This design comes from an exercise in tuning for small area and a short achievable clock period on the open sky130 flow, not from production work. In this exercise RTL edits were held to simulation tests only and were not proved equivalent to the original. Power figures rest on the tool's default switching activity, not on a simulated workload. No driver is modelled on the clock port, so clocking that relies on it looks cheaper here than on a real chip.

## run A
// commit_trace_buffer
module commit_trace_buffer
#(
    parameter  int DEPTH = 16,
    parameter  int POST  = 8,
    parameter  int CNT_W = 32,
    localparam int AW    = $clog2(DEPTH)
) (
    input  logic             clk,
    input  logic             reset,
    input  logic             arm,
    input  logic             abort,
    input  logic [1:0]       trig_mode,
    input  logic [31:0]      trig_val,
    input  logic             trig_now,
    input  logic             cap_valid,
    input  logic [31:0]      pc,
    input  logic [31:0]      instr,
    input  logic             rf_we,
    input  logic [4:0]       rf_wa,
    input  logic [31:0]      rf_wd,
    input  logic             memwrite,
    input  logic [31:0]      dataadr,
    input  logic [31:0]      writedata,
    output logic             busy,
    output logic             triggered,
    output logic             done,
    output logic [AW:0]      count,
    output logic [AW-1:0]    trig_index,
    output logic [CNT_W-1:0] trig_cycles,
    output logic             rd_valid,
    input  logic             rd_ready,
    output mips_trace_pkg::trace_entry_t     rd_data,
    output logic             rd_last
);
Size: roughly 7500 cells after synthesis, roughly 2700 flip-flops, about 420 I/O pins.
export LEC_CHECK = 0
export CAP_MARGIN = 20
export CORE_MARGIN = 2
export CORE_UTILIZATION = 65
export SETUP_SLACK_MARGIN = 4.4
export SLEW_MARGIN = 20
export SYNTH_HIERARCHICAL = 1
export SYNTH_MINIMUM_KEEP_SIZE = 0
create_clock -name core_clock -period 7.0 [get_ports {clk}]
standard.sh (not shown) runs the stock make flow with config.mk's settings and CLKGATE_MAP_FILE= SYNTH_SCRIPT=/design/flow/synth_recipe.tcl, a recipe that flattens the netlist after the stock synthesis.
==> flow/flow/run.sh <==
#!/bin/bash
# Standard layout, with plain buffers (not delay cells) on the ports and a
# clock tree of fewer, larger leaf clusters without dummy loads.
set -euo pipefail
export BUFFER_PORTS_ARGS="-buffer_cell sky130_fd_sc_hd__buf_2"
export CTS_ARGS="-sink_clustering_enable -repair_clock_nets -dont_use_dummy_load -buf_list sky130_fd_sc_hd__clkbuf_16 -sink_clustering_size 25 -sink_clustering_max_diameter 70"
bash standard.sh > standard.log 2>&1
Run A closes out successfully: all stages finished, all timing, DRC and antenna checks passed.
For run B, these inputs were changed with respect to run A:
==> flow/flow/run.sh <==
#!/bin/bash
# Standard layout, with plain buffers (not delay cells) on the ports and a
# clock tree of fewer, larger leaf clusters without dummy loads.
set -euo pipefail
export BUFFER_PORTS_ARGS="-buffer_cell sky130_fd_sc_hd__buf_1"
export CTS_ARGS="-sink_clustering_enable -repair_clock_nets -dont_use_dummy_load -buf_list sky130_fd_sc_hd__clkbuf_16 -sink_clustering_size 30 -sink_clustering_max_diameter 80"
bash standard.sh > standard.log 2>&1
diff --git a/flow/config.mk b/flow/config.mk
--- a/flow/config.mk
+++ b/flow/config.mk
@@ -10,3 +10,3 @@
 export CORE_UTILIZATION = 65
-export SETUP_SLACK_MARGIN = 4.4
+export SETUP_SLACK_MARGIN = 4.25
 export SLEW_MARGIN = 20
[summary]
Summary of run B over run A: sequential share of cell area climbed 1.2 points; pin count of the biggest net entering global routing grew by 47; final worst setup slack down 40 ps. Run B can be clocked slower than run A. In run B, fill cell instance count of the final layout is higher than in run A. As of run B, number of clock buffers in the layout had fallen by more than 10% compared to run A. Relative to run A, power share of the clock group decreased by 1.8 points in run B.
The following lists how run C was set up differently from run B:
diff --git a/flow/config.mk b/flow/config.mk
--- a/flow/config.mk
+++ b/flow/config.mk
@@ -9,4 +9,4 @@
 export CORE_MARGIN = 2
-export CORE_UTILIZATION = 65
-export SETUP_SLACK_MARGIN = 4.25
+export CORE_UTILIZATION = 70
+export SETUP_SLACK_MARGIN = 4.4
 export SLEW_MARGIN = 20
==> results.txt <==
Run B → run C: worst-case vdd ir drop grew by 14%, final area held steady, detailed route wirelength on metal3 higher, utilization up 5.9 points, global-route total usage across every layer now larger.
| depth of the critical timing path with buffers and inverters included | run C vs run B | 1 lower |
Changes in run D relative to run C:
==> flow/flow/run.sh <==
#!/bin/bash
# Standard layout, with plain buffers (not delay cells) on the ports and a
# clock tree of fewer, larger leaf clusters without dummy loads.
set -euo pipefail
export BUFFER_PORTS_ARGS="-buffer_cell sky130_fd_sc_hd__buf_2"
export CTS_ARGS="-sink_clustering_enable -repair_clock_nets -dont_use_dummy_load -buf_list sky130_fd_sc_hd__clkbuf_16 -sink_clustering_size 25 -sink_clustering_max_diameter 70"
bash standard.sh > standard.log 2>&1
diff --git a/flow/config.mk b/flow/config.mk
--- a/flow/config.mk
+++ b/flow/config.mk
@@ -9,4 +9,4 @@
 export CORE_MARGIN = 2
-export CORE_UTILIZATION = 70
-export SETUP_SLACK_MARGIN = 4.4
+export CORE_UTILIZATION = 60
+export SETUP_SLACK_MARGIN = 4.5
 export SLEW_MARGIN = 20
Notes after the runs:
Run D vs. run C: fraction of standard cell area in multi-input logic now smaller; final hold slack went down.
Run D ended with less number of global-route vias before repair than run C.
The setup slack of run D is smaller than that of run C.
Taking run C as the reference, in run D final area increased 3.6%; core box area increased about 16%.
Compared to run C, run D has detailed placement HPWL about 2.7% higher.
Placed cell count ended up 249 higher on run D than on run C.
NOTE: total power in run D exceeds that of run C
Run D against run C: wire length on met3 went down; number of logic stages on the critical path including buffering went up.

* * *

Another version of the RTL of commit_trace_buffer (not shown whole).
For scale: roughly 8000 cells after synthesis, ~97000 um^2 of cells after synthesis.
// commit_trace_buffer
module commit_trace_buffer
#(
    parameter  int DEPTH = 16,
    parameter  int POST  = 8,
    parameter  int CNT_W = 32,
    localparam int AW    = $clog2(DEPTH)
) (
    input  logic             clk,
    input  logic             reset,
    input  logic             arm,
    input  logic             abort,
    input  logic [1:0]       trig_mode,
    input  logic [31:0]      trig_val,
    input  logic             trig_now,
    input  logic             cap_valid,
    input  logic [31:0]      pc,
    input  logic [31:0]      instr,
    input  logic             rf_we,
    input  logic [4:0]       rf_wa,
    input  logic [31:0]      rf_wd,
    input  logic             memwrite,
    input  logic [31:0]      dataadr,
    input  logic [31:0]      writedata,
    output logic             busy,
    output logic             triggered,
    output logic             done,
    output logic [AW:0]      count,
    output logic [AW-1:0]    trig_index,
    output logic [CNT_W-1:0] trig_cycles,
    output logic             rd_valid,
    input  logic             rd_ready,
    output mips_trace_pkg::trace_entry_t     rd_data,
    output logic             rd_last
);
Settings: LEC_CHECK=0, CAP_MARGIN=20, CORE_MARGIN=2, CORE_UTILIZATION=65, CTS_BUF_LIST=sky130_fd_sc_hd__clkbuf_8, CTS_CLUSTER_SIZE=30, SLEW_MARGIN=20, SYNTH_HIERARCHICAL=1, SYNTH_MINIMUM_KEEP_SIZE=0; clock period 7.0 ns.
run.sh (not shown) runs the stock make flow with config.mk's settings and CLKGATE_MAP_FILE= SYNTH_SCRIPT=/design/flow/synth_recipe.tcl, a recipe that flattens the netlist after the stock synthesis.
Stock flow here: none of the scripts above is used.
Edit:
Settings changed: CORE_UTILIZATION 65 to 60, CTS_BUF_LIST sky130_fd_sc_hd__clkbuf_8 to default, CTS_CLUSTER_SIZE 30 to default, SETUP_SLACK_MARGIN from default to 3.8.
Hold slack is better by 0.016 ns.
Area after synthesis is unchanged.
Global-route usage falls by 0.35 points.
Worst setup slack is better by 1.4 ns.
Clock skew falls by 0.019 ns.
Core utilization falls by 3.9 points.
First-iteration DRC count rises by 21%.
Flip-flop and latch count is unchanged.
Sequential share of layout area falls by 1.4 points.

* * *

commit_trace_buffer with an RTL version that a note above also has.
Size in the first run: ~7,500 cells after synthesis, roughly 2,700 flip-flops.
Settings: LEC_CHECK=0, CAP_MARGIN=20, CORE_MARGIN=2, CORE_UTILIZATION=70, SETUP_SLACK_MARGIN=4.4, SLEW_MARGIN=20, SYNTH_HIERARCHICAL=1, SYNTH_MINIMUM_KEEP_SIZE=0; clock period 7.0 ns.
standard.sh (not shown) runs the stock make flow with config.mk's settings and CLKGATE_MAP_FILE= SYNTH_SCRIPT=/design/flow/synth_recipe.tcl, a recipe that flattens the netlist after the stock synthesis.
==> flow/flow/run.sh <==
#!/bin/bash
# Standard layout, with plain buffers (not delay cells) on the ports and a
# clock tree of fewer, larger leaf clusters without dummy loads.
set -euo pipefail
export BUFFER_PORTS_ARGS="-buffer_cell sky130_fd_sc_hd__buf_1"
export CTS_ARGS="-sink_clustering_enable -repair_clock_nets -dont_use_dummy_load -buf_list sky130_fd_sc_hd__clkbuf_16 -sink_clustering_size 27 -sink_clustering_max_diameter 75"
bash standard.sh > standard.log 2>&1
The baseline passed the timing, DRC and antenna checks.
Edit:
==> flow/flow/run.sh (replaced) <==
#!/bin/bash
# Standard layout, with plain buffers (not delay cells) on the ports and a
# clock tree of fewer, larger leaf clusters without dummy loads.
set -euo pipefail
export BUFFER_PORTS_ARGS="-buffer_cell sky130_fd_sc_hd__buf_2"
export CTS_ARGS="-sink_clustering_enable -repair_clock_nets -dont_use_dummy_load -buf_list sky130_fd_sc_hd__clkbuf_16 -sink_clustering_size 25 -sink_clustering_max_diameter 70"
bash standard.sh > standard.log 2>&1
SETUP_SLACK_MARGIN = 4.6   (was 4.4)
Outcome: The new run ran to the end with no violations. Setup slack gets worse by 0.011 ns. Synthesized area stays the same. Via count grows by 2.2%.

## what the ideal ports hide
How much do the figures lean on ideal ports? The routed layouts below were timed once more, with nothing changed but the port constraints. Step 1 assumes that a clkbuf_16 drives the clock port and a buf_2 every other input. Step 2 adds t to the input delays and takes it off the output delays; t is the mean of the earliest and latest rising clock arrival at the registers after step 1. Input paths then give back, and output paths get back, about the clock's delay inside the block. Slacks: no drivers / after step 1 / after step 2; pairs: no drivers / after step 1.
run | t (ns) | setup slack, ns | worst setup path at the end | cell pins on the clock port's net
run A | 0.852 | 4.156 / 4.068 / 3.358 | input to register | 1
run B | 0.828 | 4.116 / 4.029 / 3.418 | input to register | 1
run C | 0.803 | 4.209 / 4.125 / 3.632 | input to register | 1
run D | 0.846 | 4.132 / 4.073 / 3.346 | input to register | 1
the first run of note 2 | 1.085 | 2.364 / 2.406 / 1.321 | input to register | 1
the second run of note 2 | 0.976 | 3.762 / 3.770 / 2.794 | input to register | 1
the first run of note 3 | 0.827 | 4.182 / 4.101 / 3.627 | input to register | 1
the second run of note 3 | 0.858 | 4.171 / 4.088 / 3.594 | input to register | 1
After both steps every run listed still meets setup and hold. For the first run of note 2, which loses most, drivers alone change the setup slack by +0.042 ns; drivers and shift together by -1.043 ns.
